Background: an optimization exercise with open tools, aiming at small area, a short achievable clock period and few clock cycles. Do not read the settings as production practice. The RTL was checked by simulation tests, not by an equivalence proof against the original design. No activity file was given, so power comes from the tool's default toggle rates.

$ cat design/flow/design.v
`default_nettype none
package cpuPkg;
    localparam int xlen = 32;
    localparam int regAddrWidth = 5;
    typedef logic [xlen-1:0] wordT;
    typedef logic [regAddrWidth-1:0] regAddrT;
    localparam logic [6:0] opOp     = 7'b0110011;
    localparam logic [6:0] opOpImm  = 7'b0010011;
    localparam logic [6:0] opLoad   = 7'b0000011;
    localparam logic [6:0] opStore  = 7'b0100011;
    localparam logic [6:0] opBranch = 7'b1100011;
    localparam logic [6:0] opLui    = 7'b0110111;
    localparam logic [2:0] f3Word   = 3'b010;
    localparam logic [2:0] f3Beq    = 3'b000;
    localparam logic [6:0] f7Alt    = 7'b0100000;
endpackage
`default_nettype wire
`timescale 1ns/10ps
`default_nettype none
module regFile (
    input  wire logic            clk,
    input  wire cpuPkg::regAddrT rs1,
    input  wire cpuPkg::regAddrT rs2,
    input  wire cpuPkg::regAddrT rd,
    input  wire logic            regWrite,
    input  wire cpuPkg::wordT    writeData,
    output cpuPkg::wordT         readDataA,
    output cpuPkg::wordT         readDataB
);
    cpuPkg::wordT regs [1:31];
    always_ff @(posedge clk) begin
        if (regWrite) begin
            regs[rd] <= writeData;
        end
    end
    assign readDataA = (rs1 == '0) ? '0 : regs[rs1];
    assign readDataB = (rs2 == '0) ? '0 : regs[rs2];
endmodule
`default_nettype wire
`timescale 1ns/10ps
`default_nettype none
module instrDecode (
    input  wire cpuPkg::wordT instr,
    output cpuPkg::regAddrT   rs1,
    output cpuPkg::regAddrT   rs2,
    output cpuPkg::regAddrT   rd,
    output logic              isLui,
    output logic              isImm,
    output logic              isLoad,
    output logic              isStore,
    output logic              isBeq,
    output logic              alwaysTaken,  
    output logic              usesRs1,
    output logic              usesRs2,
    output logic              aluWrite,    
    output logic              loadWrite,   
    output cpuPkg::wordT      immAlu,      
    output logic [11:0]       immAddr,     
    output logic [12:0]       immB,        
    output logic              sub,
    output logic              selAdd,
    output logic              selSlt,
    output logic              selSltu,
    output logic              selXor,
    output logic              selOr,
    output logic              selAnd,
    output logic              selShift,
    output logic              shLeft,
    output logic              shArith
);
    logic [6:0] opcode, funct7;
    logic [2:0] funct3;
    logic isOp, isAlu, rdNz, alt;
    assign opcode = instr[6:0];
    assign rd     = instr[11:7];
    assign funct3 = instr[14:12];
    assign rs1    = instr[19:15];
    assign rs2    = instr[24:20];
    assign funct7 = instr[31:25];
    assign isOp    = (opcode == cpuPkg::opOp);
    assign isImm   = (opcode == cpuPkg::opOpImm);
    assign isLui   = (opcode == cpuPkg::opLui);
    assign isLoad  = (opcode == cpuPkg::opLoad)   && (funct3 == cpuPkg::f3Word);
    assign isStore = (opcode == cpuPkg::opStore)  && (funct3 == cpuPkg::f3Word);
    assign isBeq   = (opcode == cpuPkg::opBranch) && (funct3 == cpuPkg::f3Beq);
    assign isAlu   = isOp || isImm;
    assign alwaysTaken = isBeq && (rs1 == rs2);
    assign usesRs1 = isAlu || isLoad || isStore || isBeq;
    assign usesRs2 = isOp || isStore || isBeq;
    assign rdNz    = (rd != '0);
    assign alt     = (funct7 == cpuPkg::f7Alt);
    assign aluWrite  = (isAlu || isLui) && rdNz;
    assign loadWrite = isLoad && rdNz;
    assign immAlu = isLui ? {instr[31:12], 12'b0} : {{20{instr[31]}}, instr[31:20]};
    assign immB   = {instr[31], instr[7], instr[30:25], instr[11:8], 1'b0};
    assign immAddr = isStore ? {instr[31:25], instr[11:7]} : instr[31:20];
    assign sub      = isAlu && ((funct3 == 3'b010) || (funct3 == 3'b011) ||
                                (isOp && funct3 == 3'b000 && alt));
    assign selAdd   = isLui || (funct3 == 3'b000);
    assign selSlt   = !isLui && (funct3 == 3'b010);
    assign selSltu  = !isLui && (funct3 == 3'b011);
    assign selXor   = !isLui && (funct3 == 3'b100);
    assign selOr    = !isLui && (funct3 == 3'b110);
    assign selAnd   = !isLui && (funct3 == 3'b111);
    assign selShift = !isLui && (funct3[1:0] == 2'b01);
    assign shLeft   = !funct3[2];
    assign shArith  = alt;
endmodule
`default_nettype wire
`timescale 1ns/10ps
`default_nettype none
module alu (
    input  wire cpuPkg::wordT a,
    input  wire cpuPkg::wordT b,
    input  wire logic sub,        
    input  wire logic selAdd,
    input  wire logic selSlt,
    input  wire logic selSltu,
    input  wire logic selXor,
    input  wire logic selOr,
    input  wire logic selAnd,
    input  wire logic selShift,
    input  wire logic shLeft,
    input  wire logic shArith,
    output cpuPkg::wordT result
);
    cpuPkg::wordT bx, sum, shIn, shOut, shRev;
    logic [33:0] wide;
    logic [32:0] shWide;
    logic carry, lt, ltu;
    assign bx    = sub ? ~b : b;
    assign wide  = {1'b0, a, 1'b1} + {1'b0, bx, sub};
    assign sum   = wide[32:1];
    assign carry = wide[33];
    assign ltu   = ~carry;
    assign lt    = (a[31] ^ b[31]) ? a[31] : sum[31];
    always_comb begin
        for (int i = 0; i < 32; i++) shIn[i] = shLeft ? a[31-i] : a[i];
    end
    assign shWide = $signed({shArith & a[31], shIn}) >>> b[4:0];
    assign shOut  = shWide[31:0];
    always_comb begin
        for (int i = 0; i < 32; i++) shRev[i] = shLeft ? shOut[31-i] : shOut[i];
    end
    assign result = ({32{selAdd}}   & sum)
                  | ({32{selSlt}}   & {31'b0, lt})
                  | ({32{selSltu}}  & {31'b0, ltu})
                  | ({32{selXor}}   & (a ^ b))
                  | ({32{selOr}}    & (a | b))
                  | ({32{selAnd}}   & (a & b))
                  | ({32{selShift}} & shRev);
endmodule
`default_nettype wire
`timescale 1ns/10ps
`default_nettype none
module controlFsm (
    input  wire logic clk,
    input  wire logic reset,
    input  wire logic eMem,        
    input  wire logic eTaken,      
    input  wire logic hazard,      
    input  wire logic wConflict,   
    input  wire logic alwaysTaken, 
    output logic      busFetch,    
    output logic      dValid,      
    output logic      dFromIr,     
    output logic      dRedirect,   
    output logic      advance,     
    output logic      rewind       
);
    logic arrive, replay, hold, arriveNext;
    always_ff @(posedge clk or posedge reset) begin
        if (reset) begin
            busFetch <= 1'b1;
            arrive   <= 1'b0;
            replay   <= 1'b0;
        end else begin
            busFetch <= !eMem;
            arrive   <= arriveNext;
            replay   <= hold;
        end
    end
    assign dValid     = arrive || replay;
    assign dFromIr    = replay;
    assign dRedirect  = dValid && alwaysTaken && !eTaken && !eMem;
    assign advance    = dValid && !eTaken && !dRedirect && !hazard && !wConflict;
    assign hold       = dValid && !eTaken && !dRedirect && (hazard || wConflict);
    assign rewind     = hazard && busFetch;
    assign arriveNext = busFetch && !eTaken && !dRedirect && !hazard;
endmodule
`default_nettype wire
`timescale 1ns/10ps
`default_nettype none
module cpuCore (
    input  wire logic clk,
    input  wire logic reset,
    input  wire cpuPkg::wordT memReadData,
    output cpuPkg::wordT      memAddress,
    output cpuPkg::wordT      memWriteData,
    output logic      memWrite
);
    function automatic cpuPkg::wordT byteSwap(input cpuPkg::wordT word);
        byteSwap = {word[7:0], word[15:8], word[23:16], word[31:24]};
    endfunction
    cpuPkg::wordT addrQ;          
    logic         writeQ;         
    cpuPkg::wordT wdataQ;         
    cpuPkg::wordT savedPc;        
    cpuPkg::wordT dPc;            
    cpuPkg::wordT ir;             
    logic eAluWrite, eLoadWrite, eLoad, eStore, eBeq;
    logic eSub, eSelAdd, eSelSlt, eSelSltu, eSelXor, eSelOr, eSelAnd;
    logic eSelShift, eShLeft, eShArith;
    cpuPkg::regAddrT eRd;
    cpuPkg::wordT eA, eB, eTarget;
    logic [11:0] eImm;
    logic mLoadWrite, wLoad;
    cpuPkg::regAddrT mRd, wRd;
    assign memAddress   = addrQ;
    assign memWrite     = writeQ;
    assign memWriteData = wdataQ;
    logic eMem, eTaken, regWrite;
    cpuPkg::wordT addrSum, aluResult, loadWord, writeData, seqPc, nextAddr;
    cpuPkg::regAddrT writeRd;
    assign eMem    = eLoad || eStore;
    assign eTaken  = eBeq && (eA == eB);
    assign addrSum = eA + {{20{eImm[11]}}, eImm};
    assign loadWord  = byteSwap(memReadData);
    assign regWrite  = eAluWrite || wLoad;
    assign writeRd   = wLoad ? wRd : eRd;
    assign writeData = wLoad ? loadWord : aluResult;
    alu aluInst (
        .a(eA), .b(eB), .sub(eSub),
        .selAdd(eSelAdd), .selSlt(eSelSlt), .selSltu(eSelSltu),
        .selXor(eSelXor), .selOr(eSelOr), .selAnd(eSelAnd),
        .selShift(eSelShift), .shLeft(eShLeft), .shArith(eShArith),
        .result(aluResult)
    );
    logic busFetch, dValid, dFromIr, dRedirect, advance, rewind, hazard, wConflict;
    cpuPkg::wordT dInstr, readA, readB, immAlu, opA, opB, dTarget;
    cpuPkg::regAddrT rs1, rs2, rd;
    logic isLui, isImm, isLoad, isStore, isBeq, alwaysTaken, usesRs1, usesRs2;
    logic aluWrite, loadWrite;
    logic sub, selAdd, selSlt, selSltu, selXor, selOr, selAnd, selShift, shLeft, shArith;
    logic [11:0] immAddr;
    logic [12:0] immB;
    assign dInstr = dFromIr ? ir : loadWord;
    assign hazard = dValid && eLoadWrite &&
                    ((usesRs1 && (rs1 == eRd)) || (usesRs2 && (rs2 == eRd)));
    assign wConflict = mLoadWrite;
    controlFsm controlFsmInst (
        .clk(clk), .reset(reset), .eMem(eMem), .eTaken(eTaken),
        .hazard(hazard), .wConflict(wConflict), .alwaysTaken(alwaysTaken),
        .busFetch(busFetch), .dValid(dValid), .dFromIr(dFromIr),
        .dRedirect(dRedirect), .advance(advance), .rewind(rewind)
    );
    instrDecode instrDecodeInst (
        .instr(dInstr), .rs1(rs1), .rs2(rs2), .rd(rd),
        .isLui(isLui), .isImm(isImm), .isLoad(isLoad), .isStore(isStore), .isBeq(isBeq),
        .alwaysTaken(alwaysTaken), .usesRs1(usesRs1), .usesRs2(usesRs2),
        .aluWrite(aluWrite), .loadWrite(loadWrite), .immAlu(immAlu), .immAddr(immAddr),
        .immB(immB),
        .sub(sub), .selAdd(selAdd), .selSlt(selSlt), .selSltu(selSltu),
        .selXor(selXor), .selOr(selOr), .selAnd(selAnd), .selShift(selShift),
        .shLeft(shLeft), .shArith(shArith)
    );
    regFile regFileInst (
        .clk(clk), .rs1(loadWord[19:15]), .rs2(loadWord[24:20]), .rd(writeRd),
        .regWrite(regWrite), .writeData(writeData),
        .readDataA(readA), .readDataB(readB)
    );
    always_comb begin
        if (dFromIr) begin
            opA = (wLoad && (wRd == rs1)) ? loadWord : eA;
            opB = (wLoad && (wRd == rs2)) ? loadWord : eB;
        end else begin
            opA = (eAluWrite && (eRd == rs1)) ? aluResult : readA;
            opB = (eAluWrite && (eRd == rs2)) ? aluResult : readB;
        end
    end
    assign dTarget = dPc + {{19{immB[12]}}, immB};
    assign seqPc = busFetch ? addrQ + 32'd4 : savedPc;
    always_comb begin
        if (eMem)           nextAddr = addrSum;
        else if (eTaken)    nextAddr = eTarget;
        else if (dRedirect) nextAddr = dTarget;
        else                nextAddr = seqPc;
    end
    always_ff @(posedge clk or posedge reset) begin
        if (reset) begin
            addrQ      <= '0;
            writeQ     <= 1'b0;
            eAluWrite  <= 1'b0;
            eLoadWrite <= 1'b0;
            eLoad      <= 1'b0;
            eStore     <= 1'b0;
            eBeq       <= 1'b0;
            mLoadWrite <= 1'b0;
            wLoad      <= 1'b0;
        end else begin
            addrQ      <= nextAddr;
            writeQ     <= eStore;
            eAluWrite  <= advance && aluWrite;
            eLoadWrite <= advance && loadWrite;
            eLoad      <= advance && isLoad;
            eStore     <= advance && isStore;
            eBeq       <= advance && isBeq;
            mLoadWrite <= eLoadWrite;
            wLoad      <= mLoadWrite && !(eAluWrite && (eRd == mRd));
        end
    end
    always_ff @(posedge clk) begin
        wdataQ <= byteSwap(eB);
        if (busFetch) savedPc <= rewind ? addrQ : addrQ + 32'd4;
        if (busFetch && !eTaken && !dRedirect && !hazard) dPc <= addrQ;
        ir <= dInstr;
        if (dFromIr) begin
            eA <= isLui ? '0 : opA;
            eB <= (isImm || isLui) ? eB : opB;
        end else begin
            eA <= isLui ? '0 : opA;
            eB <= (isImm || isLui) ? immAlu : opB;
        end
        eTarget <= dTarget;
        eImm <= immAddr;
        eRd  <= rd;
        mRd  <= eRd;
        wRd  <= mRd;
        eSub      <= sub;
        eSelAdd   <= selAdd;
        eSelSlt   <= selSlt;
        eSelSltu  <= selSltu;
        eSelXor   <= selXor;
        eSelOr    <= selOr;
        eSelAnd   <= selAnd;
        eSelShift <= selShift;
        eShLeft   <= shLeft;
        eShArith  <= shArith;
    end
endmodule
`default_nettype wire
$ cat design/flow/run.sh
#!/bin/bash
# synth_recipe.tcl (not shown) runs the flow's synth.tcl, then flattens the netlist and writes it again
# the make line also repeats each setting of config.mk as NAME=value (left out here)
make -C /OpenROAD-flow-scripts/flow DESIGN_CONFIG=/design/flow/config.mk WORK_HOME=/design/flow/orfs CLKGATE_MAP_FILE= SYNTH_SCRIPT=/design/flow/synth_recipe.tcl finish
$ cat design/flow/config.mk
export PLATFORM = sky130hd
export DESIGN_NAME = cpuCore
export DESIGN_NICKNAME = cpuCore
export VERILOG_FILES = /design/flow/design.v
export SDC_FILE = /design/flow/constraint.sdc
export NUM_CORES = 4
export LEC_CHECK = 0
export ABC_CLOCK_PERIOD_IN_PS = 3000
export CAP_MARGIN = 20
export CORE_MARGIN = 2
export CORE_UTILIZATION = 60
export SETUP_SLACK_MARGIN = 5
export SLEW_MARGIN = 20
$ cat design/flow/constraint.sdc
create_clock -name core_clock -period 11.0 [get_ports {clk}]
set_input_delay 2.2000 -clock core_clock [delete_from_list [all_inputs] [get_ports {clk}]]
set_output_delay 2.2000 -clock core_clock [all_outputs]
set_load 0.01 [all_outputs]
==> results of run 1 <==
[stage by stage]
step	utilization	hold WS, ns	cells	total power, mW	instance area (sq um)
final	0.674	0.362	6245	13.5	76000
after global placement	0.633	0.351	5988	8.79	71400
after detailed placement	0.633	0.354	5992	8.83	71500
after global routing	0.674	0.365	6244	13.9	76000
after floorplan	-	0.329	4592	7.78	68500
after CTS	0.674	0.361	6243	13.4	76000
[cells by family after synthesis]
| kind of cell | synth area share |
|---|---|
| xor+xnor | 0.0253 |
| flops | 0.537 |
| compound gates | 0.0799 |
| mux | 0.254 |
| buf+inv | 0.0257 |
| simple gates | 0.0479 |
| fa+ha+maj | 0.0296 |
[cell type report]
class,instances,area share
diodes,2,0.0000658
clock buffers,180,0.0486
clock inverters,71,0.0109
inverters,121,0.00597
multi-input cells,2871,0.400
flip-flops and latches,1284,0.484
well taps,1500,0.0247
repair buffers,216,0.0257
[state kept, by name (all words and copies together), names as in the netlist, 4 cells and up]
register,count
addrQ,32
eRd,4
eA,32
eImm,11
regFileInst.regs,992
ir,22
wRd,5
eTarget,32
mRd,5
savedPc,32
eB,32
dPc,32
wdataQ,32
[routing by layer]
metal,track usage,share of wire
met5,0,0.00042
met1,0.531,0.38
met4,0.175,0.054
met3,0.0918,0.12
met2,0.558,0.45
[path summary, 6_finish.rpt]
check | slack, ns | endpoint | start
max | 5.43 | addrQ[30]$_DFF_PP0_ | memReadData[17]
min | 0.36 | wRd[4]$_DFF_P_ | mRd[4]$_DFF_P_
max reg2reg | 5.51 | regFileInst.regs[17][22]$_DFFE_PP_ | eB[2]$_DFFE_PP_
min reg2reg | 0.36 | wRd[4]$_DFF_P_ | mRd[4]$_DFF_P_
max in group asynchronous | 8.55 | controlFsmInst.replay$_DFF_PP0_ | reset
min in group asynchronous | 1.93 | addrQ[0]$_DFFE_PP0P_ | reset
[cell usage in the layout, fill, tap and decap left out, types with 41 or more instances in the layout]
cell type        netlist  final
ha_1                 159    159
edfxtp_1            1088   1088
o21ai_0              162    160
nand2_1              184    184
a21o_1                43     43
a21oi_1              236    218
mux2_2                79     79
inv_1                117    116
o211ai_1              45     45
a211oi_1              78     78
xor2_1                97     97
nor2_1               280    248
dfrtp_1               42     41
buf_4                  2    113
clkbuf_16              0    140
xnor2_1              101    101
clkdlybuf4s50_1        0     88
mux4_2               612    612
dfxtp_1              153    151
nand3_1               61     59
mux2i_1              243    243
[what timing repair did]
action                                  CTS  global route
endpoints found under the setup margin    0             2
endpoints found under the hold margin     0             0
resized for setup                         0             1
[critical path, delay by kind of cell]
kind                     cells  cell delay, ns
AO/OA/AOI/OAI                7            2.24
XOR/XNOR                     1            0.16
adder cells (fa/ha/maj)      1            0.31
buffers and inverters        2            0.66
multiplexers                 1            0.46
AND/OR/NAND/NOR              1            0.16
[power by group through the flow]
stage / clock (mW) / sequential (mW) / combinational (mW)
2_1_floorplan: 0 / 6.01 / 1.78
5_1_grt: 4.91 / 6.04 / 2.95
3_5_place_dp: 0 / 6.12 / 2.71
6_report: 4.66 / 6.03 / 2.77
3_3_place_gp: 0 / 6.12 / 2.68
4_1_cts: 4.70 / 6.02 / 2.72
==> flow_metrics.tcl, run 1 <==
set metrics [dict create \
    die_w_microns 342 \
    dp_worst_setup_slack_ns 4.53 \
    outcome "finished clean" \
    post_cts.repair.setup_buffers 0 \
    finalSetupViolations 0 \
    final_nets 4826 \
    endpoint_kind "register" \
    synth_cells 4592 \
    max_slew.worst_pin.slew_ns 1.23 \
    multi_input_area_sq_mm 0.0304 \
    min_period_ns 5.57 \
    final_hold_viol_count 0 \
    post-route-drc-count 0 \
    async_flop_share 0.0335 \
    vias 45400 \
    switchingPower_mw 3.96 \
    cts.hold.buffers_added 0 \
    start_util 0.607 \
    grt_pass1_vias 43700 \
    num_rows 123 \
    drive_above_1_share 0.238 \
    share_comb_of_total_power 0.206 \
    switching_share 0.295 \
    seq_area_frac_synth 0.537 \
    fmax_mhz 180 \
    cp_max_fo 5 \
    antenna_found_initial 9 \
    synth_common_cells "edfxtp_1, mux4_2, nor2_1" \
    syn-cell-area_sq_mm 0.0685 \
    post-route-period-util 0.506 \
    max_stage_delay_ns 0.54 \
    drtPass1Iterations 8 \
    p_leak_nw 26.4 \
    yosysTopAreaCellShare 0.477 \
    clock_skew_ns 0.0477 \
    syn-num-nets 4787 \
    critical_path_class "input pin to register" \
    arrival_ns 6.21 \
    num_io_pins 99 \
    numClockSinks 1284 \
    p_seq_frac 0.448 \
    drt-total-wl_mm 219 \
    hp-class "register to register" \
    portBuffers 98 \
    wl_per_cell_microns 35.0 \
    overflow 0 \
    synth.area.top_cells "edfxtp_1, mux4_2, dfxtp_1" \
    area_growth_pct 11.0 \
    drv_slew 0 \
    cts_tree "done" \
    vias_per_cell 7.26 \
    cts_buffer_depth 3 \
    tns_ns 0 \
    cp-start-kind "input pin" \
    setup_slack_ns 5.43 \
    core_area_sq_mm 0.113 \
    vdd_drop_max_mv 0.151 \
    p_int_mw 9.49 \
    cap_violations 0 \
    worstHoldPathCells 0 \
    slowest_stage "clkdlybuf4s50_1" \
    fill_cells 7821 \
    grt_pass1_wl_mm 312 \
    clk_latency_ns 0.77 \
    pwr-share-clk 0.346 \
    crit_top_cell "o21ai_0" \
    htree_num_levels 4 \
    yosysWarnings 4 \
    yosysMostFrequentCell "edfxtp_1" \
    gp_congestion 0.985 \
    synth-edff-count 1088 \
    worstRegToRegCells 11 \
    max-slew-margin-rel 0.179 \
    ys_seq_elements 1284 \
    rsz0062_at_grt "false" \
    hpwlAfterDp_mm 133 \
    die_h_microns 342 \
    detail-route-antenna-nets 0 \
    p_per_area_mw_per_mm2 177 \
    cts_buffers 137 \
    yosys.area.top_type "edfxtp_1" \
    die-area_sq_mm 0.117 \
    final-seq-area_sq_mm 0.0368 \
    critical_path_required_ns 11.65 \
    grt_max_degree 142 \
    synth_ff_type "edfxtp_1" \
    grt_use_total 0.376 \
    initialDrtViolationCount 6445 \
    crit_chain "clkdlybuf4s50_1 -> mux2i_1 -> inv_1 -> ha_1 -> a211oi_1 -> o21ai_0 -> a41oi_1 -> nand3_1 -> a221oi_2 -> o31a_1 -> o21ai_0 -> xor2_1 -> a221o_1" \
    cts_root_buffer "clkbuf_16" \
    clk_pin_slew_worst_paths_ns 0.06 \
    synth_area_per_cell_sq_um 14.9 \
    synth.distinct_cells 91 \
]
Testbench counts, summed over its fixed seeds: cycles 29,641.
==> run 2, diff against run 1 <==
--- a/design/flow/config.mk
+++ b/design/flow/config.mk
@@ -7,6 +7,6 @@
 export LEC_CHECK = 0
-export ABC_CLOCK_PERIOD_IN_PS = 3000
+export ABC_CLOCK_PERIOD_IN_PS = 4000
 export CAP_MARGIN = 20
 export CORE_MARGIN = 2
-export CORE_UTILIZATION = 60
+export CORE_UTILIZATION = 50
 export SETUP_SLACK_MARGIN = 5
==> run 2 against run 1 <==
Against the previous run:
- count of clock-buffer cells in the layout rose by 6
- critical path depth did not move
- still clean on timing, DRC and antenna
- combinational power rose by 3%
- register-to-register slack improved by 0.02 ns
- highest routed layer unchanged
- clock power rose by 2%
- largest cell class unchanged
==> flow_metrics.tcl, run 2 <==
set metrics [dict create \
    rsz0062_at_grt "false" \
    setup.worst_path.start "memReadData[17]" \
    synth_area_per_cell_sq_um 14.9 \
    min_period_ns 5.75 \
    synth.distinct_cells 91 \
    worstRegToRegCells 13 \
    yosysWarnings 4 \
    gp_congestion 1.01 \
    arrival_ns 6.41 \
    htree_num_levels 4 \
    drive_above_1_share 0.240 \
    cp-start-kind "input pin" \
    grt_pass1_wl_mm 326 \
    vias 45200 \
    detail-route-antenna-nets 0 \
    die_h_microns 374 \
    num_rows 135 \
    synth-edff-count 1088 \
    p_per_area_mw_per_mm2 178 \
    vdd_drop_max_mv 0.140 \
    ys_seq_elements 1284 \
    pwr-share-clk 0.349 \
    regMostFlops "regFileInst.regs" \
    cap_violations 0 \
    cts.hold.buffers_added 0 \
    switching_share 0.294 \
    p_total_mw 13.6 \
    initialDrtViolationCount 6178 \
    die_w_microns 374 \
    multi_input_area_sq_mm 0.0304 \
    synth_ff_type "edfxtp_1" \
    seq_area_frac_synth 0.537 \
    hold_end "wRd[4]$_DFF_P_" \
    r2r_end "addrQ[30]$_DFF_PP0_" \
    syn-num-nets 4787 \
    hp-class "register to register" \
    final-seq-area_sq_mm 0.0368 \
    fmax_mhz 174 \
    post-route-period-util 0.522 \
    p_leak_nw 26.6 \
    drt-total-wl_mm 230 \
    max-slew-margin-rel 0.189 \
    cts_buffer_depth 3 \
    post-route-drc-count 0 \
    drv_slew 0 \
    grt_max_degree 167 \
    async_flop_share 0.0335 \
    finalSetupViolations 0 \
    synth_common_cells "edfxtp_1, mux4_2, nor2_1" \
    crit_top_cell "o21ai_0" \
    fin_util 0.564 \
    synth.area.top_cells "edfxtp_1, mux4_2, dfxtp_1" \
    syn-cell-area_sq_mm 0.0685 \
    min_from "mRd[4]$_DFF_P_" \
    p_seq_frac 0.442 \
    switchingPower_mw 4.00 \
    num_io_pins 99 \
    crit_chain "clkdlybuf4s50_1 -> mux2i_1 -> inv_1 -> ha_1 -> a211oi_1 -> o21ai_0 -> a41oi_1 -> nand3_1 -> a221oi_1 -> o31a_1 -> o21ai_0 -> xor2_1 -> a221o_1" \
    final_hold_viol_count 0 \
    cts_tree "done" \
    endpoint_kind "register" \
    numClockSinks 1284 \
    core_area_sq_mm 0.136 \
    wl_per_cell_microns 35.1 \
    layout_commonest_cell "edfxtp_1" \
    max_stage_delay_ns 0.73 \
    critical_path_required_ns 11.66 \
    worstHoldPathCells 0 \
    clock_skew_ns 0.0311 \
    critical_path_class "input pin to register" \
    drtPass1Iterations 5 \
    largest_reg_flops 992 \
    final_cell_mix "edfxtp_1, mux4_2, nor2_1" \
    p_int_mw 9.61 \
    dp_cells 6293 \
    max_slew.worst_pin.slew_ns 1.20 \
    rr_startpoint "controlFsmInst.replay$_DFF_PP0_" \
    cts_buffers 141 \
    final_nets 4850 \
    cts_root_buffer "clkbuf_16" \
    yosysMostFrequentCell "edfxtp_1" \
    hpwlAfterDp_mm 139 \
    grt_pass1_vias 43600 \
    grt_use_total 0.328 \
    outcome "finished clean" \
    vias_per_cell 6.89 \
    cts-resized-gates 0 \
    ff2ff_setup_slack_ns 5.53 \
    share_comb_of_total_power 0.209 \
    portBuffers 98 \
    antenna_found_initial 9 \
    tns_ns 0 \
    die-area_sq_mm 0.140 \
    start_util 0.504 \
    clk_pin_slew_worst_paths_ns 0.06 \
    synth_cells 4592 \
    final_cells 6560 \
    fill_cells 10700 \
    overflow 0 \
    yosysTopAreaCellShare 0.477 \
    yosys.area.top_type "edfxtp_1" \
    cp_max_fo 5 \
    slowest_stage "a221oi_1" \
    area_growth_pct 11.9 \
    clk_latency_ns 0.80 \
    post_cts.repair.setup_buffers 0 \
]
## run 2: cell counts after synthesis
Identical to the previous run, type by type.
## run 2: layout make-up
type                            count  share of cell area
Clock inverter                     73             0.00883
Clock buffer                      186              0.0514
Inverter                          121             0.00593
Multi-Input combinational cell   2871               0.397
Tap cell                         1781              0.0291
Antenna cell                        8            0.000261
Sequential cell                  1284               0.480
Timing Repair Buffer              236              0.0271
## run 2: routing by layer
metal / global-route usage / up-vias / wire, microns
met5: 0 / - / 33
met4: 0.143 / 4 / 10900
met3: 0.0716 / 499 / 21800
met2: 0.514 / 2424 / 108000
met1: 0.444 / 23500 / 89600
li1: - / 18800 / -
## run 2: power groups by stage
stage	registers [mW]	logic, mW	clock network (mW)
4_1_cts	6.01	2.80	4.82
3_3_place_gp	6.10	2.77	0
5_1_grt	6.02	3.04	5.00
2_1_floorplan	6.01	1.78	0
6_report	6.01	2.85	4.76
3_5_place_dp	6.10	2.78	0
## run 2: critical path, delay by kind of cell
kind | cells | cell delay [ns]
AO/OA/AOI/OAI | 7 | 2.46
XOR/XNOR | 1 | 0.17
adder cells (fa/ha/maj) | 1 | 0.32
buffers and inverters | 2 | 0.64
multiplexers | 1 | 0.48
AND/OR/NAND/NOR | 1 | 0.14
## run 2: how the worst max path moves through the flow
stage                                endpoint  slack (ns)  cells past startpoint
after floorplan               eB[0]$_DFFE_PP_        5.63                      7
after global placement    addrQ[30]$_DFF_PP0_        4.63                     13
after detailed placement  addrQ[30]$_DFF_PP0_        4.51                     13
after CTS                 addrQ[30]$_DFF_PP0_        5.33                     13
after global routing      addrQ[30]$_DFF_PP0_        5.08                     13
final                     addrQ[30]$_DFF_PP0_        5.25                     13
## run 2: through the flow
stage / cell area [sq um] / hold slack [ns] / setup slack, ns
finish: 76600 / 0.362 / 5.25
floorplan: 68500 / 0.329 / 5.63
global route: 76600 / 0.363 / 5.08
CTS: 76600 / 0.359 / 5.33
detailed placement: 72000 / 0.354 / 4.51
global placement: 71900 / 0.351 / 4.63
## run 2: logic make-up (layout without fill, tap and decap cells)
kind of cell / after synthesis / in the layout / synth area share
DFF: 1284 / 1284 / 0.537
muxes: 950 / 950 / 0.254
adders and majority gates: 161 / 161 / 0.0296
other: 0 / 8 / 0
xor gates and xnor gates: 198 / 198 / 0.0253
AOI/OAI and AO/OA: 844 / 844 / 0.0799
and+or+nand+nor: 718 / 718 / 0.0479
buffers and inverters: 437 / 616 / 0.0257

## what the ideal ports hide
How much do the figures lean on ideal ports? The routed layouts below were timed once more, with nothing changed but the port constraints.
Step 1 sets driving cells, clkbuf_16 on the clock port and buf_2 on the other inputs (assumed; they add their load-dependent delay and slew).
Step 2 also shifts input and output timing later by t, the mid clock arrival at the registers, as if the neighbouring blocks saw the same clock.
Slacks: no drivers / after step 1 / after step 2; pairs: no drivers / after step 1.
| run | shift t [ns] | setup WS [ns] | worst setup path at the end | worst register clock-pin slew, ns | cell pins on the clock port's net |
|---|---|---|---|---|---|
| run 1 | 0.826 | 5.433 / 5.441 / 4.615 | input to register | 0.07 / 0.07 | 1 |
| run 2 | 0.865 | 5.253 / 5.264 / 4.398 | input to register | 0.08 / 0.08 | 1 |
After both steps setup and hold are still met in every run listed. For run 2, which loses most, drivers alone change the setup slack by +0.011 ns; drivers and shift together by -0.855 ns.
